Background: an optimization exercise with open tools, aiming at small area and a short achievable clock period. Do not read the settings as production practice. RTL that was checked went through simulation tests only; none was proved equivalent to the original. No functional check of the RTL was part of run 1. In every run shown here, the design's own scripts or RTL, not TritonCTS, make the clock network. The flow treats the clock pin as an ideal source. Dropping or thinning the clock tree relies on that and would not hold on a real chip. Power and IR drop assume default switching activity.

## flow/design.v (module list and top-level ports; edited modules follow where they fit)
// module core_settings_regs: 195 lines
// module stick_deadzone: 62 lines
// module color_correct: 86 lines
// module cc_rb: 619 lines
// module rtc_packer: 30 lines
// module core_top: 67 lines
module core_top #(
  parameter int reset_pulse_cycles = 1048576
) (
  input  logic                          clk_74a,
  input  logic                          pll_core_locked,
  input  logic [core_pkg::bridge_w-1:0] bridge_addr,
  input  logic                          bridge_wr,
  input  logic [core_pkg::bridge_w-1:0] bridge_wr_data,
  input  logic [31:0]                   cont1_joy,
  input  logic [core_pkg::bridge_w-1:0] rtc_date,
  input  logic [core_pkg::bridge_w-1:0] rtc_time,
  input  logic [core_pkg::rgb_w-1:0]    rgb_in,
  input  logic                          de_in,
  input  logic                          vs_in,
  input  logic [core_pkg::chan_w-1:0]   snap_index,
  output logic                          core_reset,
  output logic [core_pkg::chan_w-1:0]   stick_x,
  output logic [core_pkg::chan_w-1:0]   stick_y,
  output logic [23:0]                   video_rgb,
  output logic                          video_de,
  output logic [core_pkg::rtc_w-1:0]    rtc_word
);
  // ...
==> flow/flow/run.sh <==
#!/bin/bash
# The standard layout (standard.sh), with these changes to how it is made:
# - the ports get the smallest buffer (buf_1) instead of the delay buffer
#   buffer_ports picks by itself;
# - after synthesis, polar.py removes inverters between adder cells by
#   flipping full adders (a full adder is self-dual), without touching the
#   registers or changing the logic function;
# - after global placement, the gate that makes core_reset gets its own
#   buffer on pll_core_locked (clone_reset_buf.tcl), apart from the reset tree;
# - after clock tree synthesis, its 17-buffer H-tree is replaced by a root
#   buffer and leaf buffers over k-means groups of the registers, as many
#   groups (from 8) as keep the estimated clock-pin slew under 95 ps
#   (post_cts.tcl, manual_cts.tcl);
# - timing repair aims for 10.3 ns of setup slack, well beyond the 18 ns
#   constraint, so that it shortens the critical paths.
# - the constant outputs share the tie cells synthesis made, instead of one
#   tie cell per output (SKIP_REPAIR_TIE_FANOUT).
# The constraints (constraint.sdc) and everything else are the standard flow's.
set -eo pipefail
export BUFFER_PORTS_ARGS="-buffer_cell sky130_fd_sc_hd__buf_1"
export SETUP_SLACK_MARGIN=10.3
export SKIP_REPAIR_TIE_FANOUT=1
export CTS_ARGS="-sink_clustering_enable -repair_clock_nets -buf_list sky130_fd_sc_hd__clkbuf_8 -dont_use_dummy_load"
export POST_CTS_TCL=$PWD/flow/post_cts.tcl
export MCTS_LEAVES=8
export MCTS_SLEW_TARGET=0.095
export MCTS_LEAF=sky130_fd_sc_hd__clkbuf_8
export MCTS_ROOT=sky130_fd_sc_hd__clkbuf_8
RES=$PWD/orfs/results/sky130hd/core_top/base
bash standard.sh $RES/1_2_yosys.v 2>&1 | tee standard_0.log
python3 flow/polar.py $RES/1_2_yosys.v $RES/1_2_yosys.v 2>&1 | tee polar.log
bash standard.sh $RES/3_3_place_gp.odb 2>&1 | tee standard_1.log
CLONE_ODB=$RES/3_3_place_gp.odb openroad -no_init -exit flow/clone_reset_buf.tcl 2>&1 | tee clone.log
bash standard.sh 2>&1 | tee standard_2.log
==> flow/flow/clone_reset_buf.tcl <==
# Give the core_reset gate its own input buffer on pll_core_locked, so that
# the combinational pll_core_locked -> core_reset path does not wait on the
# buffer that also drives the registers' reset tree.
set odb_file $::env(CLONE_ODB)
read_db $odb_file
set block [ord::get_db_block]
set db [ord::get_db]
set pnet [$block findNet pll_core_locked]
set inbuf ""
foreach it [$pnet getITerms] {
  if {[$it isInputSignal]} { set inbuf [$it getInst] }
}
if {$inbuf eq ""} { puts "clone: no input buffer found"; exit 0 }
set bnet [[$inbuf findITerm X] getNet]
# core_reset port -> output buffer -> gate
set onet [$block findNet core_reset]
set obuf ""
foreach it [$onet getITerms] { if {[$it isOutputSignal]} { set obuf [$it getInst] } }
set gnet [[$obuf findITerm A] getNet]
proc driver_inst {net} {
  foreach it [$net getITerms] { if {[$it isOutputSignal]} { return [$it getInst] } }
  return ""
}
# search the fan-in cone of core_reset (a few gates deep) for the input pin
# fed by the pll_core_locked input buffer, directly or through buffers
proc on_inbuf {net bnet} {
  for {set k 0} {$k < 4} {incr k} {
    if {[$net getName] eq [$bnet getName]} { return 1 }
    set d [driver_inst $net]
    if {$d eq "" || ![string match "*buf*" [[$d getMaster] getName]]} { return 0 }
    set net [[$d findITerm A] getNet]
  }
  return 0
}
set gpin ""
set frontier [list $gnet]
for {set lvl 0} {$lvl < 4 && $gpin eq ""} {incr lvl} {
  set next {}
  foreach net $frontier {
    set g [driver_inst $net]
    if {$g eq ""} { continue }
    foreach it [$g getITerms] {
      if {![$it isInputSignal] || [$it getNet] eq "NULL"} { continue }
      if {[on_inbuf [$it getNet] $bnet]} { set gpin $it; set gate $g; break }
      lappend next [$it getNet]
    }
    if {$gpin ne ""} { break }
  }
  set frontier $next
}
if {$gpin eq ""} { puts "clone: core_reset gate not on the input buffer net"; exit 0 }
puts "clone: input buffer [$inbuf getName], output buffer [$obuf getName], gate [$gate getName] pin [[$gpin getMTerm] getName]"
set m [$db findMaster sky130_fd_sc_hd__buf_1]
set ni [odb::dbInst_create $block $m "core_reset_pll_buf"]
set nn [odb::dbNet_create $block "core_reset_pll_net"]
[$ni findITerm A] connect $pnet
[$ni findITerm X] connect $nn
$gpin disconnect
$gpin connect $nn
foreach t [$ni getITerms] { set n [$t getMTerm]; if {[$n getSigType] eq "POWER"} { $t connect [$block findNet VDD] } ; if {[$n getSigType] eq "GROUND"} { $t connect [$block findNet VSS] } }
set loc [$gate getLocation]
$ni setLocation [lindex $loc 0] [lindex $loc 1]
$ni setPlacementStatus PLACED
write_db $odb_file
==> flow/flow/manual_cts.tcl <==
# Manual clock tree: the clock port drives one root buffer, which drives one
# leaf buffer per group of registers; the groups are formed by k-means on the
# register positions. Used instead of TritonCTS's H-tree, which for this small
# design builds 17 buffers.
proc manual_clock_tree {nleaf leaf_master root_master} {
  set block [ord::get_db_block]
  set db [ord::get_db]
  set clknet [$block findNet clk_74a]
  set sinks {}
  foreach it [$clknet getITerms] {
    if {[$it isInputSignal]} { lappend sinks $it }
  }
  set n [llength $sinks]
  # positions
  set xs {}; set ys {}
  foreach it $sinks {
    set b [[$it getInst] getBBox]
    lappend xs [expr {([$b xMin] + [$b xMax]) / 2.0}]
    lappend ys [expr {([$b yMin] + [$b yMax]) / 2.0}]
  }
  # k-means, initial centres spread along x then y
  set idx [lsort -integer -indices [lmap x $xs {expr {int($x)}}]]
  set cx {}; set cy {}
  for {set k 0} {$k < $nleaf} {incr k} {
    set i [lindex $idx [expr {int(($k + 0.5) * $n / $nleaf)}]]
    lappend cx [lindex $xs $i]; lappend cy [lindex $ys $i]
  }
  for {set iter 0} {$iter < 50} {incr iter} {
    set asg {}
    for {set i 0} {$i < $n} {incr i} {
      set best 0; set bd 1e30
      for {set k 0} {$k < $nleaf} {incr k} {
        set d [expr {abs([lindex $xs $i] - [lindex $cx $k]) + abs([lindex $ys $i] - [lindex $cy $k])}]
        if {$d < $bd} { set bd $d; set best $k }
      }
      lappend asg $best
    }
    set ncx {}; set ncy {}
    for {set k 0} {$k < $nleaf} {incr k} {
      set sx 0; set sy 0; set c 0
      for {set i 0} {$i < $n} {incr i} {
        if {[lindex $asg $i] == $k} { set sx [expr {$sx + [lindex $xs $i]}]; set sy [expr {$sy + [lindex $ys $i]}]; incr c }
      }
      if {$c > 0} { lappend ncx [expr {$sx / $c}]; lappend ncy [expr {$sy / $c}] } else { lappend ncx [lindex $cx $k]; lappend ncy [lindex $cy $k] }
    }
    set cx $ncx; set cy $ncy
  }
  set lm [$db findMaster $leaf_master]
  set rm [$db findMaster $root_master]
  set vdd [$block findNet VDD]; set vss [$block findNet VSS]
  proc pg {inst vdd vss} {
    foreach t [$inst getITerms] {
      set s [[$t getMTerm] getSigType]
      if {$s eq "POWER"} { $t connect $vdd }
      if {$s eq "GROUND"} { $t connect $vss }
    }
  }
  # root buffer at the centre of the leaves
  set rx 0; set ry 0
  foreach x $cx y $cy { set rx [expr {$rx + $x}]; set ry [expr {$ry + $y}] }
  set rx [expr {int($rx / $nleaf)}]; set ry [expr {int($ry / $nleaf)}]
  set root [odb::dbInst_create $block $rm "clkroot_buf"]
  set rnet [odb::dbNet_create $block "clkroot_net"]
  $rnet setSigType CLOCK
  [$root findITerm A] connect $clknet
  [$root findITerm X] connect $rnet
  pg $root $vdd $vss
  $root setLocation $rx $ry; $root setPlacementStatus PLACED
  for {set k 0} {$k < $nleaf} {incr k} {
    set lb [odb::dbInst_create $block $lm "clkleaf_buf_$k"]
    set lnet [odb::dbNet_create $block "clkleaf_net_$k"]
    $lnet setSigType CLOCK
    [$lb findITerm A] connect $rnet
    [$lb findITerm X] connect $lnet
    pg $lb $vdd $vss
    $lb setLocation [expr {int([lindex $cx $k])}] [expr {int([lindex $cy $k])}]
    $lb setPlacementStatus PLACED
    for {set i 0} {$i < $n} {incr i} {
      if {[lindex $asg $i] == $k} {
        set it [lindex $sinks $i]
        $it disconnect
        $it connect $lnet
      }
    }
  }
  puts "manual_clock_tree: $n sinks, $nleaf leaves"
}
==> flow/flow/polar.py <==
#!/usr/bin/env python3
"""Inverter cleanup on a mapped sky130 netlist from yosys.

A full adder is self-dual: FA(~a, ~b, ~c) = (~sum, ~cout). Yosys's extract_fa
leaves inverters between adder cells when neighbouring adders were extracted
in opposite polarity. This pass flips full adders where that removes
inverters, and removes inverter pairs. The logic function is unchanged.
usage: polar.py in.v out.v
"""
import re, sys, collections

INV = "sky130_fd_sc_hd__inv_1"
FA_RE = re.compile(r"sky130_fd_sc_hd__fa_\d+$")

def parse(text):
    # split module into header, cell instances, trailer
    m = re.search(r"(module\s.*?;)(.*)(endmodule)", text, re.S)
    head, body, tail = text[:m.end(1)], m.group(2), text[m.start(3):]
    items = []   # list of ("raw", str) or ("cell", typ, name, [(pin, net)])
    pos = 0
    cell_re = re.compile(r"\s*(sky130_fd_sc_hd__\w+)\s+(\S+)\s*\((.*?)\);", re.S)
    for stmt in re.finditer(r"[^;]*;", body, re.S):
        s = stmt.group(0)
        cm = cell_re.fullmatch(s)
        if cm:
            pins = [(p, n.strip()) for p, n in re.findall(r"\.(\w+)\(([^()]*)\)", cm.group(3))]
            items.append(["cell", cm.group(1), cm.group(2), pins])
        else:
            items.append(["raw", s])
        pos = stmt.end()
    rest = body[pos:]
    return head, items, rest, tail

OUTPINS = {"X", "Y", "Q", "Q_N", "SUM", "COUT", "HI", "LO"}

def run(text):
    head, items, rest, tail = parse(text)
    cells = [it for it in items if it[0] == "cell"]
    newwires = []
    cnt = [0]
    def fresh():
        cnt[0] += 1
        w = f"_polar{cnt[0]}_"
        newwires.append(w)
        return w
    def build():
        drv, loads = {}, collections.defaultdict(list)
        for c in cells:
            if c[0] != "cell": continue
            for i, (p, n) in enumerate(c[3]):
                if p in OUTPINS: drv[n] = (c, p)
                else: loads[n].append((c, i))
        return drv, loads
    protected = set()  # nets that are ports: never remove their drivers' identity
    ports = set(re.findall(r"(?:input|output)\s+(?:\[[^\]]*\]\s*)?([^;\s]+)", head + "".join(x[1] for x in items if x[0] == "raw")))
    changed = True
    rounds = 0
    while changed and rounds < 50:
        changed = False; rounds += 1
        drv, loads = build()
        # 1) inverter pairs: inv(inv(x)) -> x for loads that are not ports
        for c in cells:
            if c[0] != "cell" or c[1] != INV: continue
            a = dict(c[3])["A"]; y = dict(c[3])["Y"]
            d = drv.get(a)
            if d and d[0][1] == INV and y not in ports:
                x = dict(d[0][3])["A"]
                for (lc, i) in loads[y]:
                    lc[3][i] = (lc[3][i][0], x)
                c[0] = "dead"; changed = True
        if changed: 
            cells[:] = [c for c in cells if c[0] == "cell"]
            # drop inverters with no loads
            drv, loads = build()
            for c in cells:
                if c[1] == INV and dict(c[3])["Y"] not in ports and not loads[dict(c[3])["Y"]]:
                    c[0] = "dead"
            cells[:] = [c for c in cells if c[0] == "cell"]
            continue
        # 2) flip a full adder when that saves inverters
        best = None
        for c in cells:
            if not FA_RE.match(c[1]): continue
            pins = dict(c[3])
            ins = [pins["A"], pins["B"], pins["CIN"]]
            outs = [pins["SUM"], pins["COUT"]]
            cost = 0
            for n in ins:
                d = drv.get(n)
                if d and d[0][1] == INV and len(loads[n]) == 1 and n not in ports:
                    cost -= 1          # its inverter goes away
                else:
                    cost += 1          # needs a new inverter
            for n in outs:
                ls = loads[n]
                if n in ports or not ls: cost += 1; continue
                if all(lc[1] == INV for lc, _ in ls):
                    cost -= len(ls)    # each load inverter goes away
                    cost += 0
                else:
                    cost += 1          # new inverter on the output
            if cost < 0 and (best is None or cost < best[0]):
                best = (cost, c)
        if best:
            cost, c = best
            pins = dict(c[3])
            newpins = []
            for p, n in c[3]:
                if p in ("A", "B", "CIN"):
                    d = drv.get(n)
                    if d and d[0][1] == INV and len(loads[n]) == 1 and n not in ports:
                        newpins.append((p, dict(d[0][3])["A"])); d[0][0] = "dead"
                    else:
                        w = fresh(); cells.append(["cell", INV, f"_polar_i{cnt[0]}_", [("A", n), ("Y", w)]])
                        newpins.append((p, w))
                elif p in ("SUM", "COUT"):
                    ls = loads[n]
                    w = fresh()
                    if n not in ports and ls and all(lc[1] == INV for lc, _ in ls):
                        # every load is an inverter: they now see the true value
                        for lc, i in ls:
                            y = dict(lc[3])["Y"]
                            for (llc, j) in loads[y]:
                                llc[3][j] = (llc[3][j][0], w)
                            if y in ports:
                                lc[3] = [("A", w), ("Y", y)]; lc[1] = "sky130_fd_sc_hd__buf_1"
                            else:
                                lc[0] = "dead"
                    else:
                        cells.append(["cell", INV, f"_polar_o{cnt[0]}_", [("A", w), ("Y", n)]])
                    newpins.append((p, w))
                else:
                    newpins.append((p, n))
            c[3] = newpins
            cells[:] = [x for x in cells if x[0] == "cell"]
            changed = True
    # re-emit
    out = [head]
    wires = "".join(f"\n  wire {w};" for w in newwires)
    out.append(wires)
    for it in items:
        if it[0] == "raw": out.append(it[1])
    for c in cells:
        pins = ",\n".join(f"    .{p}({n}{' ' if n.startswith(chr(92)) else ''})" for p, n in c[3])
        out.append(f"\n  {c[1]} {c[2]} (\n{pins}\n  );")
    out.append(rest); out.append("\n" + tail)
    return "".join(out)

if __name__ == "__main__":
    text = open(sys.argv[1]).read()
    res = run(text)
    open(sys.argv[2], "w").write(res)
    b = len(re.findall(INV + r"\s", text)); a = len(re.findall(INV + r"\s", res))
    print(f"polar: inverters {b} -> {a}", file=sys.stderr)
==> flow/flow/post_cts.tcl <==
source [file join [file dirname [info script]] manual_cts.tcl]
set block [ord::get_db_block]
set clknet [$block findNet clk_74a]
set sinks {}
foreach inst [$block getInsts] {
  set ck [$inst findITerm CLK]
  if {$ck ne "NULL" && [$ck getNet] ne "NULL"} { lappend sinks $ck }
}
proc remove_tree {block} {
  set removed 0
  foreach inst [$block getInsts] {
    set n [$inst getName]
    if {[string match "clkbuf_*" $n] || [string match "clkload*" $n] || [string match "clkroot_buf" $n] || [string match "clkleaf_buf_*" $n]} {
      odb::dbInst_destroy $inst; incr removed
    }
  }
  foreach net [$block getNets] {
    set n [$net getName]
    if {[string match "clknet_*" $n] || $n eq "clkroot_net" || [string match "clkleaf_net_*" $n]} { odb::dbNet_destroy $net }
  }
  return $removed
}
proc worst_clk_slew {} {
  estimate_parasitics -placement
  set worst 0
  foreach pin [get_pins -of_objects [all_registers] -filter "name==CLK"] {
    set s [get_property $pin slew_max]
    if {$s > $worst} { set worst $s }
  }
  return $worst
}
set target $::env(MCTS_SLEW_TARGET)
for {set nleaf $::env(MCTS_LEAVES)} {$nleaf <= 20} {incr nleaf} {
  set removed [remove_tree $block]
  foreach ck $sinks { if {[$ck getNet] ne "NULL"} { $ck disconnect }; $ck connect $clknet }
  manual_clock_tree $nleaf $::env(MCTS_LEAF) $::env(MCTS_ROOT)
  set w [worst_clk_slew]
  puts "post_cts: $nleaf leaves, removed $removed cells, worst clock-pin slew $w"
  if {$w <= $target} { break }
}
detailed_placement
check_placement -verbose
set w [worst_clk_slew]
puts "post_cts: after legalizing, worst clock-pin slew $w"
==> flow/standard.sh <==
#!/bin/bash
# synth_recipe.tcl (not shown) runs the flow's synth.tcl, then flattens the netlist and writes it again
# the make line also repeats each setting of config.mk as NAME=value (left out here)
make -C /OpenROAD-flow-scripts/flow DESIGN_CONFIG=/design/flow/config.mk WORK_HOME=/design/flow/orfs CLKGATE_MAP_FILE= SYNTH_SCRIPT=/design/flow/synth_recipe.tcl "${@:-finish}"
==> flow/config.mk <==
export PLATFORM = sky130hd
export DESIGN_NAME = core_top
export DESIGN_NICKNAME = core_top
export VERILOG_FILES = /design/flow/design.v
export SDC_FILE = /design/flow/constraint.sdc
export NUM_CORES = 4
export LEC_CHECK = 0
export CAP_MARGIN = 20
export CORE_MARGIN = 2
export CORE_UTILIZATION = 40
export SLEW_MARGIN = 20
==> flow/constraint.sdc <==
create_clock -name core_clock -period 18.0 [get_ports {clk_74a}]
set_input_delay 3.6000 -clock core_clock [delete_from_list [all_inputs] [get_ports {clk_74a}]]
set_output_delay 3.6000 -clock core_clock [all_outputs]
set_load 0.01 [all_outputs]
==> results.py, run 1 <==
metrics = {
    "outcome": {
        "status": "finished clean",
    },
    "critical_path": {
        "cp_data_required_time_ps": 14400,
        "crit_cells": 2,
        "worst_ep_arrival_time_ps": 3930,
        "critPathSlowestCell": "buf_1",
        "r2r_slack_ps": 10610,
        "crit_top_cell": "buf_1",
        "crit_path_start_kind": "primary input",
    },
    "worst_hold_path": {
        "hold_path.startpoint": "i_color.video_rgb[9]",
        "min_to": "i_color.video_rgb[9]",
    },
    "detailed_routing": {
        "wl_met3_mm": 1.13,
        "m1WireLength_mm": 10.4,
        "drt_first_pass_iters": 6,
    },
    "final_layout": {
        "final-instance-count-excl-fill": 1460,
        "layout_common_cells": "buf_1 (174), dfrtp_1 (107), inv_1 (97), nand2_1 (90), fa_1 (65)",
        "nNonClkInverters": 97,
        "dominant_cells": "multi-input gates",
        "multi_input_comb_cells": 705,
        "fin_area_mm2": 0.0107,
        "area_growth_pct": 10.6,
        "multi_input_area_mm2": 0.00601,
        "fillerInstances": 2385,
    },
    "power_and_ir_drop": {
        "p_int_mw": 0.462,
        "power.density_mw_per_mm2": 66.6,
        "p_switching_mw": 0.253,
        "power_leader": "combinational logic",
        "pg_clk_mw": 0.139,
    },
    "yosys": {
        "avgSynthCellArea_um2": 9.51,
        "synth_warnings": 5,
    },
    "timing": {
        "worst_slew_pin_slew_ps": 839,
        "skew_ps": 28.4,
        "max_clock_freq_mhz": 133,
        "fin_setup_tns_ps": 0,
    },
    "place": {
        "dpl_cell_area_mm2": 0.0102,
        "numPlacedInstances": 1430,
    },
    "die": {
        "dieArea_mm2": 0.0255,
        "die_x_um": 160,
    },
    "grt": {
        "met1_usage": 0.243,
    },
}
==> inputs of run 2 (changes only) <==
--- a/flow/design.v
+++ b/flow/design.v
@@ -770,229 +770,203 @@
   wire m_211 = m_209 | (m_210 & m_172);
   wire m_212 = m_186 ^ m_211;
   wire m_213 = m_187 | (m_186 & m_209);
   wire m_214 = m_186 & m_210;
   wire m_215 = m_213 | (m_214 & m_172);
   wire m_216 = m_188 ^ m_215;
   wire m_217 = m_189 | (m_188 & m_213);
   wire m_218 = m_188 & m_214;
-  wire m_219 = (cb[7] & m_0);
-  wire m_220 = (cb[7] & m_2);
-  wire m_221 = (cb[7] & m_4);
-  wire m_222 = (cb[7] & m_6);
-  wire m_223 = (cb[7] & m_8);
-  wire m_224 = (cb[7] & m_10);
-  wire m_225 = (cb[7] & m_12);
-  wire m_226 = (cb[7] & m_14);
-  wire m_227 = (cb[7] & m_16);
-  wire m_228 = (cb[7] & m_17);
-  wire m_229 = s[0] ^ 1'b0;
-  wire m_230 = s[0] & 1'b0;
-  wire m_231 = s[1] ^ 1'b0 ^ m_230;
-  wire m_232 = (s[1] & 1'b0) | (s[1] & m_230) | (1'b0 & m_230);
-  wire m_233 = s[2] ^ 1'b0 ^ m_232;
-  wire m_234 = (s[2] & 1'b0) | (s[2] & m_232) | (1'b0 & m_232);
-  wire m_235 = s[3] ^ s[0] ^ m_234;
-  wire m_236 = (s[3] & s[0]) | (s[3] & m_234) | (s[0] & m_234);
-  wire m_237 = s[4] ^ s[1] ^ m_236;
-  wire m_238 = (s[4] & s[1]) | (s[4] & m_236) | (s[1] & m_236);
-  wire m_239 = s[5] ^ s[2] ^ m_238;
-  wire m_240 = (s[5] & s[2]) | (s[5] & m_238) | (s[2] & m_238);
-  wire m_241 = s[6] ^ s[3] ^ m_240;
-  wire m_242 = (s[6] & s[3]) | (s[6] & m_240) | (s[3] & m_240);
-  wire m_243 = s[7] ^ s[4] ^ m_242;
-  wire m_244 = (s[7] & s[4]) | (s[7] & m_242) | (s[4] & m_242);
-  wire m_245 = s[5] ^ m_244;
-  wire m_246 = s[5] & m_244;
-  wire m_247 = s[6] ^ m_246;
-  wire m_248 = s[6] & m_246;
-  wire m_249 = s[7] ^ m_248;
-  wire m_250 = s[7] & m_248;
-  wire m_251 = (b_s65_1 & m_0) | (b_s65_3 & m_229);
-  wire m_252 = (b_s65_1 & m_2) | (b_s65_2 & m_0) | (b_s65_3 & m_231);
-  wire m_253 = (b_s65_1 & m_4) | (b_s65_2 & m_2) | (b_s65_3 & m_233);
-  wire m_254 = (b_s65_1 & m_6) | (b_s65_2 & m_4) | (b_s65_3 & m_235);
-  wire m_255 = (b_s65_1 & m_8) | (b_s65_2 & m_6) | (b_s65_3 & m_237);
-  wire m_256 = (b_s65_1 & m_10) | (b_s65_2 & m_8) | (b_s65_3 & m_239);
-  wire m_257 = (b_s65_1 & m_12) | (b_s65_2 & m_10) | (b_s65_3 & m_241);
-  wire m_258 = (b_s65_1 & m_14) | (b_s65_2 & m_12) | (b_s65_3 & m_243);
-  wire m_259 = (b_s65_1 & m_16) | (b_s65_2 & m_14) | (b_s65_3 & m_245);
-  wire m_260 = (b_s65_1 & m_17) | (b_s65_2 & m_16) | (b_s65_3 & m_247);
-  wire m_261 = (b_s65_2 & m_17) | (b_s65_3 & m_249);
-  wire m_262 = (b_s65_3 & m_250);
-  wire m_263 = (cb[4] & m_0);
-  wire m_264 = (cb[4] & m_2);
-  wire m_265 = (cb[4] & m_4);
-  wire m_266 = (cb[4] & m_6);
-  wire m_267 = (cb[4] & m_8);
-  wire m_268 = (cb[4] & m_10);
-  wire m_269 = (cb[4] & m_12);
-  wire m_270 = (cb[4] & m_14);
-  wire m_271 = (cb[4] & m_16);
-  wire m_272 = (cb[4] & m_17);
-  wire m_273 = (b_h[0] & s[0]);
-  wire m_274 = (b_h[0] & s[1]) | (b_h[1] & s[0]);
-  wire m_275 = (b_h[0] & s[2]) | (b_h[1] & s[1]);
-  wire m_276 = (b_h[0] & s[3]) | (b_h[1] & s[2]);
-  wire m_277 = (b_h[0] & s[4]) | (b_h[1] & s[3]);
-  wire m_278 = (b_h[0] & s[5]) | (b_h[1] & s[4]);
-  wire m_279 = (b_h[0] & s[6]) | (b_h[1] & s[5]);
-  wire m_280 = (b_h[0] & s[7]) | (b_h[1] & s[6]);
-  wire m_281 = (b_h[1] & s[7]);
-  wire m_282 = ~cb[3] ^ m_219;
-  wire m_283 = ~cb[3] & m_219;
-  wire m_284 = ~cb[4] ^ m_220 ^ m_254;
-  wire m_285 = (~cb[4] & m_220) | (~cb[4] & m_254) | (m_220 & m_254);
-  wire m_286 = ~cb[5] ^ m_221 ^ m_255;
-  wire m_287 = (~cb[5] & m_221) | (~cb[5] & m_255) | (m_221 & m_255);
-  wire m_288 = ~cb[6] ^ m_222 ^ m_256;
-  wire m_289 = (~cb[6] & m_222) | (~cb[6] & m_256) | (m_222 & m_256);
-  wire m_290 = ~cb[7] ^ m_223 ^ m_257;
-  wire m_291 = (~cb[7] & m_223) | (~cb[7] & m_257) | (m_223 & m_257);
-  wire m_292 = b_cm1[0] ^ m_224 ^ m_258;
-  wire m_293 = (b_cm1[0] & m_224) | (b_cm1[0] & m_258) | (m_224 & m_258);
-  wire m_294 = b_cm1[1] ^ m_225;
-  wire m_295 = b_cm1[1] & m_225;
-  wire m_296 = ~cb[1] ^ m_251;
-  wire m_297 = ~cb[1] & m_251;
-  wire m_298 = ~cb[2] ^ m_252 ^ m_265;
-  wire m_299 = (~cb[2] & m_252) | (~cb[2] & m_265) | (m_252 & m_265);
-  wire m_300 = m_282 ^ m_253 ^ m_266;
-  wire m_301 = (m_282 & m_253) | (m_282 & m_266) | (m_253 & m_266);
-  wire m_302 = m_283 ^ m_284 ^ m_267;
-  wire m_303 = (m_283 & m_284) | (m_283 & m_267) | (m_284 & m_267);
-  wire m_304 = m_285 ^ m_286 ^ m_268;
-  wire m_305 = (m_285 & m_286) | (m_285 & m_268) | (m_286 & m_268);
-  wire m_306 = m_287 ^ m_288 ^ m_269;
-  wire m_307 = (m_287 & m_288) | (m_287 & m_269) | (m_288 & m_269);
-  wire m_308 = m_289 ^ m_290 ^ m_270;
-  wire m_309 = (m_289 & m_290) | (m_289 & m_270) | (m_290 & m_270);
-  wire m_310 = m_291 ^ m_292 ^ m_271;
-  wire m_311 = (m_291 & m_292) | (m_291 & m_271) | (m_292 & m_271);
-  wire m_312 = m_293 ^ m_294 ^ m_259;
-  wire m_313 = (m_293 & m_294) | (m_293 & m_259) | (m_294 & m_259);
-  wire m_314 = m_295 ^ b_cm1[2] ^ m_226;
-  wire m_315 = (m_295 & b_cm1[2]) | (m_295 & m_226) | (b_cm1[2] & m_226);
-  wire m_316 = b_cm1[3] ^ m_227;
-  wire m_317 = b_cm1[3] & m_227;
-  wire m_318 = b_cm1[4] ^ m_228;
-  wire m_319 = b_cm1[4] & m_228;
-  wire m_320 = ~cb[0] ^ m_263;
-  wire m_321 = ~cb[0] & m_263;
-  wire m_322 = m_296 ^ m_264 ^ m_274;
-  wire m_323 = (m_296 & m_264) | (m_296 & m_274) | (m_264 & m_274);
-  wire m_324 = m_297 ^ m_298 ^ m_275;
-  wire m_325 = (m_297 & m_298) | (m_297 & m_275) | (m_298 & m_275);
-  wire m_326 = m_299 ^ m_300 ^ m_276;
-  wire m_327 = (m_299 & m_300) | (m_299 & m_276) | (m_300 & m_276);
-  wire m_328 = m_301 ^ m_302 ^ m_277;
-  wire m_329 = (m_301 & m_302) | (m_301 & m_277) | (m_302 & m_277);
-  wire m_330 = m_303 ^ m_304 ^ m_278;
-  wire m_331 = (m_303 & m_304) | (m_303 & m_278) | (m_304 & m_278);
-  wire m_332 = m_305 ^ m_306 ^ m_279;
-  wire m_333 = (m_305 & m_306) | (m_305 & m_279) | (m_306 & m_279);
-  wire m_334 = m_307 ^ m_308 ^ m_280;
-  wire m_335 = (m_307 & m_308) | (m_307 & m_280) | (m_308 & m_280);
-  wire m_336 = m_309 ^ m_310 ^ m_281;
-  wire m_337 = (m_309 & m_310) | (m_309 & m_281) | (m_310 & m_281);
-  wire m_338 = m_311 ^ m_312 ^ m_272;
-  wire m_339 = (m_311 & m_312) | (m_311 & m_272) | (m_312 & m_272);
-  wire m_340 = m_313 ^ m_314 ^ m_260;
-  wire m_341 = (m_313 & m_314) | (m_313 & m_260) | (m_314 & m_260);
-  wire m_342 = m_315 ^ m_316 ^ m_261;
-  wire m_343 = (m_315 & m_316) | (m_315 & m_261) | (m_316 & m_261);
-  wire m_344 = m_317 ^ m_318 ^ m_262;
-  wire m_345 = (m_317 & m_318) | (m_317 & m_262) | (m_318 & m_262);
-  wire m_346 = m_319 ^ b_cm1[5];
-  wire m_347 = m_319 & b_cm1[5];
-  wire m_348 = m_320 & m_273;
-  wire m_349 = m_320 | m_273;
-  wire m_350 = m_321 & m_322;
-  wire m_351 = m_321 | m_322;
-  wire m_352 = m_323 & m_324;
-  wire m_353 = m_323 | m_324;
-  wire m_354 = m_325 & m_326;
-  wire m_355 = m_325 | m_326;
-  wire m_356 = m_327 & m_328;
-  wire m_357 = m_327 | m_328;
-  wire m_358 = m_329 & m_330;
-  wire m_359 = m_329 | m_330;
-  wire m_360 = m_331 & m_332;
-  wire m_361 = m_331 | m_332;
-  wire m_362 = m_333 & m_334;
-  wire m_363 = m_333 | m_334;
-  wire m_364 = m_348 | (m_349 & 1'b1);
-  wire m_365 = m_350 | (m_351 & m_364);
-  wire m_366 = m_351 & m_349;
-  wire m_367 = m_354 | (m_355 & m_352);
-  wire m_368 = m_355 & m_353;
-  wire m_369 = m_358 | (m_359 & m_356);
-  wire m_370 = m_359 & m_357;
-  wire m_371 = m_362 | (m_363 & m_360);
-  wire m_372 = m_363 & m_361;
-  wire m_373 = m_367 | (m_368 & m_365);
-  wire m_374 = m_368 & m_366;
-  wire m_375 = m_371 | (m_372 & m_369);
-  wire m_376 = m_372 & m_370;
-  wire m_377 = m_375 | (m_376 & m_373);
-  wire m_378 = m_376 & m_374;
-  wire m_379 = m_335 ^ m_336;
-  wire m_380 = m_335 & m_336;
-  wire m_381 = m_337 ^ m_338;
-  wire m_382 = m_337 & m_338;
-  wire m_383 = m_339 ^ m_340;
-  wire m_384 = m_339 & m_340;
-  wire m_385 = m_341 ^ m_342;
-  wire m_386 = m_341 & m_342;
-  wire m_387 = m_343 ^ m_344;
-  wire m_388 = m_343 & m_344;
-  wire m_389 = m_345 ^ m_346;
-  wire m_390 = m_345 & m_346;
-  wire m_391 = m_347 ^ b_cm1[6];
-  wire m_392 = m_347 & b_cm1[6];
-  wire m_393 = b_cm1[7] ^ 1'b0;
-  wire m_394 = b_cm1[7] & 1'b0;
-  wire m_395 = b_cm1[8] ^ 1'b0;
-  wire m_396 = b_cm1[8] & 1'b0;
-  wire m_397 = m_379 ^ m_377;
-  wire m_398 = m_380 | (m_379 & m_377);
-  wire m_399 = m_381 ^ m_398;
-  wire m_400 = m_382 | (m_381 & m_380);
-  wire m_401 = m_381 & m_379;
-  wire m_402 = m_400 | (m_401 & m_377);
-  wire m_403 = m_383 ^ m_402;
-  wire m_404 = m_384 | (m_383 & m_400);
-  wire m_405 = m_383 & m_401;
-  wire m_406 = m_404 | (m_405 & m_377);
-  wire m_407 = m_385 ^ m_406;
-  wire m_408 = m_386 | (m_385 & m_404);
-  wire m_409 = m_385 & m_405;
-  wire m_410 = m_408 | (m_409 & m_377);
-  wire m_411 = m_387 ^ m_410;
-  wire m_412 = m_388 | (m_387 & m_408);
-  wire m_413 = m_387 & m_409;
-  wire m_414 = m_412 | (m_413 & m_377);
-  wire m_415 = m_389 ^ m_414;
-  wire m_416 = m_390 | (m_389 & m_412);
-  wire m_417 = m_389 & m_413;
-  wire m_418 = m_416 | (m_417 & m_377);
-  wire m_419 = m_391 ^ m_418;
-  wire m_420 = m_392 | (m_391 & m_416);
-  wire m_421 = m_391 & m_417;
-  wire m_422 = m_420 | (m_421 & m_377);
-  wire m_423 = m_393 ^ m_422;
-  wire m_424 = m_394 | (m_393 & m_420);
-  wire m_425 = m_393 & m_421;
-  wire m_426 = m_424 | (m_425 & m_377);
-  wire m_427 = m_395 ^ m_426;
-  wire m_428 = m_396 | (m_395 & m_424);
-  wire m_429 = m_395 & m_425;
+  wire m_219 = s[0] ^ 1'b0;
+  wire m_220 = s[0] & 1'b0;
+  wire m_221 = s[1] ^ 1'b0 ^ m_220;
+  wire m_222 = (s[1] & 1'b0) | (s[1] & m_220) | (1'b0 & m_220);
+  wire m_223 = s[2] ^ 1'b0 ^ m_222;
+  wire m_224 = (s[2] & 1'b0) | (s[2] & m_222) | (1'b0 & m_222);
+  wire m_225 = s[3] ^ s[0] ^ m_224;
+  wire m_226 = (s[3] & s[0]) | (s[3] & m_224) | (s[0] & m_224);
+  wire m_227 = s[4] ^ s[1] ^ m_226;
+  wire m_228 = (s[4] & s[1]) | (s[4] & m_226) | (s[1] & m_226);
+  wire m_229 = s[5] ^ s[2] ^ m_228;
+  wire m_230 = (s[5] & s[2]) | (s[5] & m_228) | (s[2] & m_228);
+  wire m_231 = s[6] ^ s[3] ^ m_230;
+  wire m_232 = (s[6] & s[3]) | (s[6] & m_230) | (s[3] & m_230);
+  wire m_233 = s[7] ^ s[4] ^ m_232;
+  wire m_234 = (s[7] & s[4]) | (s[7] & m_232) | (s[4] & m_232);
+  wire m_235 = s[5] ^ m_234;
+  wire m_236 = s[5] & m_234;
+  wire m_237 = s[6] ^ m_236;
+  wire m_238 = s[6] & m_236;
+  wire m_239 = s[7] ^ m_238;
+  wire m_240 = s[7] & m_238;
+  wire m_241 = (b_s76_1 & m_0) | (b_s76_3 & m_219);
+  wire m_242 = (b_s76_1 & m_2) | (b_s76_2 & m_0) | (b_s76_3 & m_221);
+  wire m_243 = (b_s76_1 & m_4) | (b_s76_2 & m_2) | (b_s76_3 & m_223);
+  wire m_244 = (b_s76_1 & m_6) | (b_s76_2 & m_4) | (b_s76_3 & m_225);
+  wire m_245 = (b_s76_1 & m_8) | (b_s76_2 & m_6) | (b_s76_3 & m_227);
+  wire m_246 = (b_s76_1 & m_10) | (b_s76_2 & m_8) | (b_s76_3 & m_229);
+  wire m_247 = (b_s76_1 & m_12) | (b_s76_2 & m_10) | (b_s76_3 & m_231);
+  wire m_248 = (b_s76_1 & m_14) | (b_s76_2 & m_12) | (b_s76_3 & m_233);
+  wire m_249 = (b_s76_1 & m_16) | (b_s76_2 & m_14) | (b_s76_3 & m_235);
+  wire m_250 = (b_s76_1 & m_17) | (b_s76_2 & m_16) | (b_s76_3 & m_237);
+  wire m_251 = (b_s76_2 & m_17) | (b_s76_3 & m_239);
+  wire m_252 = (b_s76_3 & m_240);
+  wire m_253 = (b_s54_1 & m_0) | (b_s54_3 & m_219);
+  wire m_254 = (b_s54_1 & m_2) | (b_s54_2 & m_0) | (b_s54_3 & m_221);
+  wire m_255 = (b_s54_1 & m_4) | (b_s54_2 & m_2) | (b_s54_3 & m_223);
+  wire m_256 = (b_s54_1 & m_6) | (b_s54_2 & m_4) | (b_s54_3 & m_225);
+  wire m_257 = (b_s54_1 & m_8) | (b_s54_2 & m_6) | (b_s54_3 & m_227);
+  wire m_258 = (b_s54_1 & m_10) | (b_s54_2 & m_8) | (b_s54_3 & m_229);
+  wire m_259 = (b_s54_1 & m_12) | (b_s54_2 & m_10) | (b_s54_3 & m_231);
+  wire m_260 = (b_s54_1 & m_14) | (b_s54_2 & m_12) | (b_s54_3 & m_233);
+  wire m_261 = (b_s54_1 & m_16) | (b_s54_2 & m_14) | (b_s54_3 & m_235);
+  wire m_262 = (b_s54_1 & m_17) | (b_s54_2 & m_16) | (b_s54_3 & m_237);
+  wire m_263 = (b_s54_2 & m_17) | (b_s54_3 & m_239);
+  wire m_264 = (b_s54_3 & m_240);
+  wire m_265 = (b_h[0] & s[0]);
+  wire m_266 = (b_h[0] & s[1]) | (b_h[1] & s[0]);
+  wire m_267 = (b_h[0] & s[2]) | (b_h[1] & s[1]);
+  wire m_268 = (b_h[0] & s[3]) | (b_h[1] & s[2]);
+  wire m_269 = (b_h[0] & s[4]) | (b_h[1] & s[3]);
+  wire m_270 = (b_h[0] & s[5]) | (b_h[1] & s[4]);
+  wire m_271 = (b_h[0] & s[6]) | (b_h[1] & s[5]);
+  wire m_272 = (b_h[0] & s[7]) | (b_h[1] & s[6]);
+  wire m_273 = (b_h[1] & s[7]);
+  wire m_274 = ~cb[2] ^ m_241;
+  wire m_275 = ~cb[2] & m_241;
+  wire m_276 = ~cb[3] ^ m_242 ^ m_256;
+  wire m_277 = (~cb[3] & m_242) | (~cb[3] & m_256) | (m_242 & m_256);
+  wire m_278 = ~cb[4] ^ m_243 ^ m_257;
+  wire m_279 = (~cb[4] & m_243) | (~cb[4] & m_257) | (m_243 & m_257);
+  wire m_280 = ~cb[5] ^ m_244 ^ m_258;
+  wire m_281 = (~cb[5] & m_244) | (~cb[5] & m_258) | (m_244 & m_258);
+  wire m_282 = ~cb[6] ^ m_245 ^ m_259;
+  wire m_283 = (~cb[6] & m_245) | (~cb[6] & m_259) | (m_245 & m_259);
+  wire m_284 = ~cb[7] ^ m_246 ^ m_260;
+  wire m_285 = (~cb[7] & m_246) | (~cb[7] & m_260) | (m_246 & m_260);
+  wire m_286 = b_cm1[0] ^ m_247 ^ m_261;
+  wire m_287 = (b_cm1[0] & m_247) | (b_cm1[0] & m_261) | (m_247 & m_261);
+  wire m_288 = b_cm1[1] ^ m_248;
+  wire m_289 = b_cm1[1] & m_248;
+  wire m_290 = b_cm1[2] ^ m_249;
+  wire m_291 = b_cm1[2] & m_249;
+  wire m_292 = b_cm1[3] ^ m_250;
+  wire m_293 = b_cm1[3] & m_250;
+  wire m_294 = ~cb[0] ^ m_253;
+  wire m_295 = ~cb[0] & m_253;
+  wire m_296 = ~cb[1] ^ m_254 ^ m_266;
+  wire m_297 = (~cb[1] & m_254) | (~cb[1] & m_266) | (m_254 & m_266);
+  wire m_298 = m_274 ^ m_255 ^ m_267;
+  wire m_299 = (m_274 & m_255) | (m_274 & m_267) | (m_255 & m_267);
+  wire m_300 = m_275 ^ m_276 ^ m_268;
+  wire m_301 = (m_275 & m_276) | (m_275 & m_268) | (m_276 & m_268);
+  wire m_302 = m_277 ^ m_278 ^ m_269;
+  wire m_303 = (m_277 & m_278) | (m_277 & m_269) | (m_278 & m_269);
+  wire m_304 = m_279 ^ m_280 ^ m_270;
+  wire m_305 = (m_279 & m_280) | (m_279 & m_270) | (m_280 & m_270);
+  wire m_306 = m_281 ^ m_282 ^ m_271;
+  wire m_307 = (m_281 & m_282) | (m_281 & m_271) | (m_282 & m_271);
+  wire m_308 = m_283 ^ m_284 ^ m_272;
+  wire m_309 = (m_283 & m_284) | (m_283 & m_272) | (m_284 & m_272);
+  wire m_310 = m_285 ^ m_286 ^ m_273;
+  wire m_311 = (m_285 & m_286) | (m_285 & m_273) | (m_286 & m_273);
+  wire m_312 = m_287 ^ m_288 ^ m_262;
+  wire m_313 = (m_287 & m_288) | (m_287 & m_262) | (m_288 & m_262);
+  wire m_314 = m_289 ^ m_290 ^ m_263;
+  wire m_315 = (m_289 & m_290) | (m_289 & m_263) | (m_290 & m_263);
+  wire m_316 = m_291 ^ m_292 ^ m_264;
+  wire m_317 = (m_291 & m_292) | (m_291 & m_264) | (m_292 & m_264);
+  wire m_318 = m_293 ^ b_cm1[4] ^ m_251;
+  wire m_319 = (m_293 & b_cm1[4]) | (m_293 & m_251) | (b_cm1[4] & m_251);
+  wire m_320 = b_cm1[5] ^ m_252;
+  wire m_321 = b_cm1[5] & m_252;
+  wire m_322 = m_294 & m_265;
+  wire m_323 = m_294 | m_265;
+  wire m_324 = m_295 & m_296;
+  wire m_325 = m_295 | m_296;
+  wire m_326 = m_297 & m_298;
+  wire m_327 = m_297 | m_298;
+  wire m_328 = m_299 & m_300;
+  wire m_329 = m_299 | m_300;
+  wire m_330 = m_301 & m_302;
+  wire m_331 = m_301 | m_302;
+  wire m_332 = m_303 & m_304;
+  wire m_333 = m_303 | m_304;
+  wire m_334 = m_305 & m_306;
+  wire m_335 = m_305 | m_306;
+  wire m_336 = m_307 & m_308;
+  wire m_337 = m_307 | m_308;
+  wire m_338 = m_322 | (m_323 & 1'b1);
+  wire m_339 = m_324 | (m_325 & m_338);
+  wire m_340 = m_325 & m_323;
+  wire m_341 = m_328 | (m_329 & m_326);
+  wire m_342 = m_329 & m_327;
+  wire m_343 = m_332 | (m_333 & m_330);
+  wire m_344 = m_333 & m_331;
+  wire m_345 = m_336 | (m_337 & m_334);
+  wire m_346 = m_337 & m_335;
+  wire m_347 = m_341 | (m_342 & m_339);
+  wire m_348 = m_342 & m_340;
+  wire m_349 = m_345 | (m_346 & m_343);
+  wire m_350 = m_346 & m_344;
+  wire m_351 = m_349 | (m_350 & m_347);
+  wire m_352 = m_350 & m_348;
+  wire m_353 = m_309 ^ m_310;
+  wire m_354 = m_309 & m_310;
+  wire m_355 = m_311 ^ m_312;
+  wire m_356 = m_311 & m_312;
+  wire m_357 = m_313 ^ m_314;
+  wire m_358 = m_313 & m_314;
+  wire m_359 = m_315 ^ m_316;
+  wire m_360 = m_315 & m_316;
+  wire m_361 = m_317 ^ m_318;
+  wire m_362 = m_317 & m_318;
+  wire m_363 = m_319 ^ m_320;
+  wire m_364 = m_319 & m_320;
+  wire m_365 = m_321 ^ b_cm1[6];
+  wire m_366 = m_321 & b_cm1[6];
+  wire m_367 = b_cm1[7] ^ 1'b0;
+  wire m_368 = b_cm1[7] & 1'b0;
+  wire m_369 = b_cm1[8] ^ 1'b0;
+  wire m_370 = b_cm1[8] & 1'b0;
+  wire m_371 = m_353 ^ m_351;
+  wire m_372 = m_354 | (m_353 & m_351);
+  wire m_373 = m_355 ^ m_372;
+  wire m_374 = m_356 | (m_355 & m_354);
+  wire m_375 = m_355 & m_353;
+  wire m_376 = m_374 | (m_375 & m_351);
+  wire m_377 = m_357 ^ m_376;
+  wire m_378 = m_358 | (m_357 & m_374);
+  wire m_379 = m_357 & m_375;
+  wire m_380 = m_378 | (m_379 & m_351);
+  wire m_381 = m_359 ^ m_380;
+  wire m_382 = m_360 | (m_359 & m_378);
+  wire m_383 = m_359 & m_379;
+  wire m_384 = m_382 | (m_383 & m_351);
+  wire m_385 = m_361 ^ m_384;
+  wire m_386 = m_362 | (m_361 & m_382);
+  wire m_387 = m_361 & m_383;
+  wire m_388 = m_386 | (m_387 & m_351);
+  wire m_389 = m_363 ^ m_388;
+  wire m_390 = m_364 | (m_363 & m_386);
+  wire m_391 = m_363 & m_387;
+  wire m_392 = m_390 | (m_391 & m_351);
+  wire m_393 = m_365 ^ m_392;
+  wire m_394 = m_366 | (m_365 & m_390);
+  wire m_395 = m_365 & m_391;
+  wire m_396 = m_394 | (m_395 & m_351);
+  wire m_397 = m_367 ^ m_396;
+  wire m_398 = m_368 | (m_367 & m_394);
+  wire m_399 = m_367 & m_395;
+  wire m_400 = m_398 | (m_399 & m_351);
+  wire m_401 = m_369 ^ m_400;
+  wire m_402 = m_370 | (m_369 & m_398);
+  wire m_403 = m_369 & m_399;
   assign or_ = {m_216, m_212, m_208, m_204, m_200, m_196, m_192, m_190};
-  wire [8:0] b_sum = {m_427, m_423, m_419, m_415, m_411, m_407, m_403, m_399, m_397};
+  wire [8:0] b_sum = {m_401, m_397, m_393, m_389, m_385, m_381, m_377, m_373, m_371};
   assign ob = b_sum[8] ? 8'd255 : b_sum[7:0];
 endmodule
 module rtc_packer (
   input  logic                          clk_74a,
   input  logic                          pll_core_locked,
   input  logic [core_pkg::bridge_w-1:0] rtc_date,
   input  logic [core_pkg::bridge_w-1:0] rtc_time,
   output logic [core_pkg::rtc_w-1:0]    rtc_word
--- a/flow/flow/run.sh
+++ b/flow/flow/run.sh
@@ -13,17 +13,17 @@
 #   (post_cts.tcl, manual_cts.tcl);
 # - timing repair aims for 10.3 ns of setup slack, well beyond the 18 ns
 #   constraint, so that it shortens the critical paths.
 # - the constant outputs share the tie cells synthesis made, instead of one
 #   tie cell per output (SKIP_REPAIR_TIE_FANOUT).
 # The constraints (constraint.sdc) and everything else are the standard flow's.
 set -eo pipefail
 export BUFFER_PORTS_ARGS="-buffer_cell sky130_fd_sc_hd__buf_1"
-export SETUP_SLACK_MARGIN=10.3
+export SETUP_SLACK_MARGIN=10.45
 export SKIP_REPAIR_TIE_FANOUT=1
 export CTS_ARGS="-sink_clustering_enable -repair_clock_nets -buf_list sky130_fd_sc_hd__clkbuf_8 -dont_use_dummy_load"
 export POST_CTS_TCL=$PWD/flow/post_cts.tcl
 export MCTS_LEAVES=8
 export MCTS_SLEW_TARGET=0.095
 export MCTS_LEAF=sky130_fd_sc_hd__clkbuf_8
 export MCTS_ROOT=sky130_fd_sc_hd__clkbuf_8
 RES=$PWD/orfs/results/sky130hd/core_top/base
==> results.py, run 2 <==
metrics = {
    "final_layout": {
        "final-instance-count-excl-fill": 1495,
        "area_growth_pct": 12.4,
        "regMostFlops": "i_rtc.prev_time",
        "fin_area_mm2": 0.0109,
        "n_antenna_cell": 0,
        "largestRegisters": "i_rtc.prev_time (32), i_color.video_rgb (24), i_settings.pulse_lfsr (20)",
        "layout_commonest_cell": "buf_1",
        "utilization": 0.461,
        "drive_gt1_frac": 0.120,
        "final_net_count": 1497,
        "fillerInstances": 2341,
        "largest_reg_flops": 32,
        "layout_common_cells": "buf_1 (159), dfrtp_1 (107), nand2_1 (94), inv_1 (85), ha_1 (65)",
    },
    "die": {
        "die_y_um": 160,
        "core_area_mm2": 0.0236,
        "die_x_um": 160,
        "initial_core_util": 0.411,
        "fp-row-count": 56,
        "pin_count": 304,
        "dieArea_mm2": 0.0255,
    },
    "timing": {
        "rsz0062_at_grt": "no",
        "period_needed_ps": 7530,
        "fin_crit_sh": 0.418,
        "worst_slew_pin_slew_ps": 996,
        "fin_worst_hold_slack_ps": 474,
        "setup_viol": 0,
        "fin_setup_tns_ps": 0,
        "max_clock_freq_mhz": 133,
        "relSlewSlack": 0.335,
        "slew_viol_final": 0,
        "skew_ps": 20.7,
        "final_hold_viol_count": 0,
    },
    "critical_path": {
        "cp_data_required_time_ps": 14400,
        "path_delay_family": "buffers and inverters",
        "path_buf_inv": 2,
        "crit_path_start_kind": "primary input",
        "crit_path_max_incr_delay_ps": 170,
        "crit_top_cell": "buf_1",
        "r2r_slack_ps": 10810,
        "worstSetupStartpoint": "rtc_time[17]",
        "reg2regPathDepth": 24,
        "critPathKind": "primary input to output port",
        "cp_max_fo": 3,
        "r2r_start": "i_settings.strength[0]",
        "critPathSlowestCell": "buf_1",
        "critPathCaptureType": "output port",
        "crit_chain": "buf_1 > buf_1",
        "worst_ep_arrival_time_ps": 3930,
        "r2r-end": "i_color.video_rgb[19]",
    },
    "yosys": {
        "mappedNetlistArea_mm2": 0.00969,
        "avgSynthCellArea_um2": 9.30,
        "syn_inst": 1042,
        "syn-num-nets": 1361,
        "synth_warnings": 5,
    },
    "power_and_ir_drop": {
        "power.density_mw_per_mm2": 64.5,
        "swShare": 0.355,
        "cellLeakagePower_nw": 4.89,
        "pwr-share-comb": 0.394,
        "clkPwrFrac": 0.199,
        "pwr-share-seq": 0.408,
        "p_int_mw": 0.454,
        "p_switching_mw": 0.249,
        "vdd.ir_drop.worst_mv": 0.0420,
    },
    "detailed_routing": {
        "antenna_left": 0,
        "drt-total-wl_mm": 23.2,
        "num_vias": 7735,
        "wl_per_cell_um": 15.5,
        "first_iter_violations": 381,
        "drt_first_pass_iters": 5,
        "drcViolationCount": 0,
        "via_per_inst": 5.17,
    },
    "job": {
        "maxCapViolCount": 0,
    },
    "cts": {
        "clock_latency_ps": 420,
        "cts_sinks": 114,
        "clk_pin_slew_ps": 60,
    },
    "worst_hold_path": {
        "min_path_cells": 2,
        "min_to": "i_color.snap_even",
        "hold_path.startpoint": "i_color.snap_even",
        "min_path_type": "register to register",
    },
    "place": {
        "dpl_cell_area_mm2": 0.0102,
        "numPlacedInstances": 1448,
        "port_buffers": 184,
        "routabilityCongestion": 0.870,
        "dp_hpwl_mm": 17.7,
    },
    "grt": {
        "grt_max_degree": 76,
        "track_usage": 0.176,
        "overflow": 0,
        "antenna_found_initial": 0,
        "grt_pass1_wl_mm": 37.8,
        "grt_pass1_vias": 7577,
    },
    "outcome": {
        "status": "finished clean",
    },
}
## run 2: cell count changes in the layout (fill, tap and decap cells not counted), sizes merged, moves of 4 or more
cell	change
and2	-5
o22ai	+7
o21bai	+5
o211ai	+9
buf	+6
a221o	-8
inv	-7
ha	+4
clkbuf	+11
o21ai	+6
nand2b	+4
fa	-12
## run 2: cell type report
cell class | instances | area (um^2) | share of cell area
Inverter | 93 | 363 | 0.0333
Timing Repair Buffer | 224 | 1090 | 0.100
Tap cell | 319 | 399 | 0.0366
Multi-Input combinational cell | 732 | 6000 | 0.551
Sequential cell | 114 | 2870 | 0.263
Buffer | 13 | 169 | 0.0155
## run 2: worst max-delay path by stage
| stage | slack [ps] | cells past startpoint | to |
|---|---|---|---|
| final | 10470 | 2 | rtc_word[17] |
| after global routing | 10430 | 19 | i_color.video_rgb[19] |
| after detailed placement | 9310 | 20 | i_color.video_rgb[21] |
| after global placement | 9350 | 20 | i_color.video_rgb[19] |
| after floorplan | 10390 | 20 | i_color.video_rgb[21] |
## run 2: power by group through the flow
stage	Combinational, mW	Sequential [mW]	Clock (mW)
after global routing	0.314	0.289	0.159
final	0.277	0.287	0.140
after detailed placement	0.259	0.292	0
after global placement	0.256	0.291	0
after floorplan	0.187	0.298	0
## run 2: layer usage
layer | vias to the layer above | track usage | part of all wire
met1 | 3729 | 0.256 | 0.48
met5 | - | 0 | 0
met2 | 217 | 0.287 | 0.46
li1 | 3765 | - | -
met3 | 24 | 0.0244 | 0.051
met4 | 0 | 0.0231 | 0.011
## run 2: worst min-delay path, cell delays in order, from the launching register on
cell     delay, ps
dfstp_2        370
nand2_1         40
o21ai_0         60
## run 2: metrics by stage
| step | power [mW] | setup WS, ps |
|---|---|---|
| final | 0.703 | 10470 |
| after global routing | 0.761 | 10430 |
| after detailed placement | 0.551 | 9310 |
| after global placement | 0.547 | 9350 |
| after floorplan | 0.485 | 10390 |
==> inputs of run 3 (changes only) <==
--- a/flow/flow/run.sh
+++ b/flow/flow/run.sh
@@ -20,3 +20,3 @@
 export BUFFER_PORTS_ARGS="-buffer_cell sky130_fd_sc_hd__buf_1"
-export SETUP_SLACK_MARGIN=10.45
+export SETUP_SLACK_MARGIN=10.3
 export SKIP_REPAIR_TIE_FANOUT=1
==> results.py, run 3 <==
metrics = {
    "timing": {
        "relSlewSlack": 0.404,
        "fin_setup_tns_ps": 0,
        "skew_ps": 31.7,
        "fin_worst_hold_slack_ps": 474,
        "period_needed_ps": 7580,
        "slew_viol_final": 0,
        "rsz0062_at_grt": "no",
        "setup_viol": 0,
        "max_clock_freq_mhz": 132,
        "fin_crit_sh": 0.421,
        "final_hold_viol_count": 0,
        "worst_slew_pin_slew_ps": 892,
    },
    "die": {
        "initial_core_util": 0.411,
        "core_area_mm2": 0.0236,
        "dieArea_mm2": 0.0255,
        "pin_count": 304,
        "die_x_um": 160,
        "die_y_um": 160,
        "fp-row-count": 56,
    },
    "final_layout": {
        "regMostFlops": "i_rtc.prev_time",
        "layout_common_cells": "buf_1 (179), dfrtp_1 (108), nand2_1 (94), inv_1 (88), ha_1 (65)",
        "largestRegisters": "i_rtc.prev_time (32), i_color.video_rgb (24), i_settings.pulse_lfsr (20)",
        "final_net_count": 1472,
        "fillerInstances": 2377,
        "largest_reg_flops": 32,
        "area_growth_pct": 9.24,
        "layout_commonest_cell": "buf_1",
        "n_antenna_cell": 0,
        "final-instance-count-excl-fill": 1470,
        "drive_gt1_frac": 0.0765,
    },
    "critical_path": {
        "r2r_slack_ps": 10660,
        "critPathSlowestCell": "buf_1",
        "worst_ep_arrival_time_ps": 3980,
        "reg2regPathDepth": 24,
        "path_buf_inv": 2,
        "crit_top_cell": "buf_1",
        "r2r_start": "i_settings.strength[2]",
        "critPathKind": "primary input to output port",
        "crit_chain": "buf_1 > buf_1",
        "r2r-end": "i_color.video_rgb[21]",
        "cp_data_required_time_ps": 14400,
        "worstSetupStartpoint": "rtc_time[4]",
        "critPathCaptureType": "output port",
        "crit_path_max_incr_delay_ps": 200,
        "path_delay_family": "buffers and inverters",
        "cp_max_fo": 3,
        "crit_path_start_kind": "primary input",
    },
    "worst_hold_path": {
        "min_to": "i_rtc.rtc_changed",
        "min_path_type": "register to register",
        "hold_path.startpoint": "i_rtc.rtc_changed",
        "min_path_cells": 1,
    },
    "job": {
        "maxCapViolCount": 0,
    },
    "power_and_ir_drop": {
        "pwr-share-seq": 0.413,
        "pwr-share-comb": 0.378,
        "clkPwrFrac": 0.209,
        "vdd.ir_drop.worst_mv": 0.0441,
        "p_switching_mw": 0.246,
        "power.density_mw_per_mm2": 65.6,
        "cellLeakagePower_nw": 4.71,
        "power_mw": 0.695,
        "swShare": 0.354,
        "p_int_mw": 0.449,
    },
    "detailed_routing": {
        "num_vias": 7602,
        "first_iter_violations": 339,
        "top_layer_used": "met4",
        "wl_per_cell_um": 15.6,
        "wl_met2_mm": 10.5,
        "wl_met3_mm": 1.38,
        "drt_first_pass_iters": 5,
        "via_per_inst": 5.17,
        "antenna_left": 0,
        "drcViolationCount": 0,
        "drt-total-wl_mm": 22.9,
        "m1WireLength_mm": 10.7,
    },
    "place": {
        "routabilityCongestion": 0.870,
        "numPlacedInstances": 1450,
        "dp_hpwl_mm": 17.9,
        "port_buffers": 184,
    },
    "grt": {
        "track_usage": 0.177,
        "antenna_found_initial": 0,
        "overflow": 0,
        "grt_pass1_wl_mm": 37.7,
        "grt_max_degree": 62,
        "grt_pass1_vias": 7521,
    },
    "cts": {
        "clk_pin_slew_ps": 70,
        "cts_sinks": 114,
        "clock_latency_ps": 430,
    },
    "yosys": {
        "mappedNetlistArea_mm2": 0.00969,
        "synth_warnings": 5,
        "avgSynthCellArea_um2": 9.30,
        "syn_inst": 1042,
        "syn-num-nets": 1361,
    },
    "outcome": {
        "status": "finished clean",
    },
}
==> run 3: cell type report <==
class | instances | area [um^2] | area share
Buffer | 14 | 183 | 0.0172
Inverter | 93 | 353 | 0.0333
Multi-Input combinational cell | 732 | 5980 | 0.565
Sequential cell | 114 | 2860 | 0.270
Tap cell | 319 | 399 | 0.0377
Timing Repair Buffer | 198 | 813 | 0.0768
==> run 3: worst max path at each step <==
stage                                        to  depth (start not counted)
final                               rtc_word[4]                          2
after global routing      i_color.video_rgb[21]                         19
after detailed placement  i_color.video_rgb[23]                         19
after global placement    i_color.video_rgb[19]                         20
after floorplan            i_color.video_rgb[1]                         17
==> run 3: metrics by stage <==
stage	utilization	setup slack [ps]	area, um^2
5_1_grt	0.448	10300	10600
6_report	0.448	10420	10600
3_5_place_dp	0.433	9180	10200
2_1_floorplan	-	10350	9720
3_3_place_gp	0.433	9170	10200
==> run 3: metal layers <==
metal | track usage | vias to the layer above
met1 | 0.248 | 3625
li1 | - | 3720
met2 | 0.292 | 229
met3 | 0.0283 | 28
met4 | 0.0298 | 0
met5 | 0 | -
==> run 3: power groups by stage <==
stage | Clock, mW | Combinational, mW | Sequential (mW)
after floorplan | 0 | 0.185 | 0.298
after detailed placement | 0 | 0.256 | 0.292
final | 0.145 | 0.263 | 0.287
after global routing | 0.164 | 0.299 | 0.289
after global placement | 0 | 0.253 | 0.292

==> what the ideal ports hide <==
In the flow no input, the clock included, has a driving cell. The finished layouts below were timed again as built, in two steps. Step 1 assumes that a clkbuf_16 drives the clock port and a buf_2 every other input. Step 2 adds t to the input delays and takes it off the output delays; t is the mean of the earliest and latest rising clock arrival at the registers after step 1. Input paths then give back, and output paths get back, about the clock's delay inside the block. Slacks: ideal ports / drivers / drivers and shift; pairs: ideal ports / drivers.
| run | t (ns) | setup slack, ns | worst slew at a driven data input, ns |
|---|---|---|---|
| run 1 | 0.432 | 10.465 / 10.435 / 10.045 | 0.08 |
| run 2 | 0.448 | 10.472 / 10.443 / 10.154 | 0.08 |
| run 3 | 0.452 | 10.416 / 10.386 / 10.082 | 0.15 |
After both steps setup and hold are still met in every run listed. For run 1, which loses most, drivers alone change the setup slack by -0.030 ns; drivers and shift together by -0.420 ns.
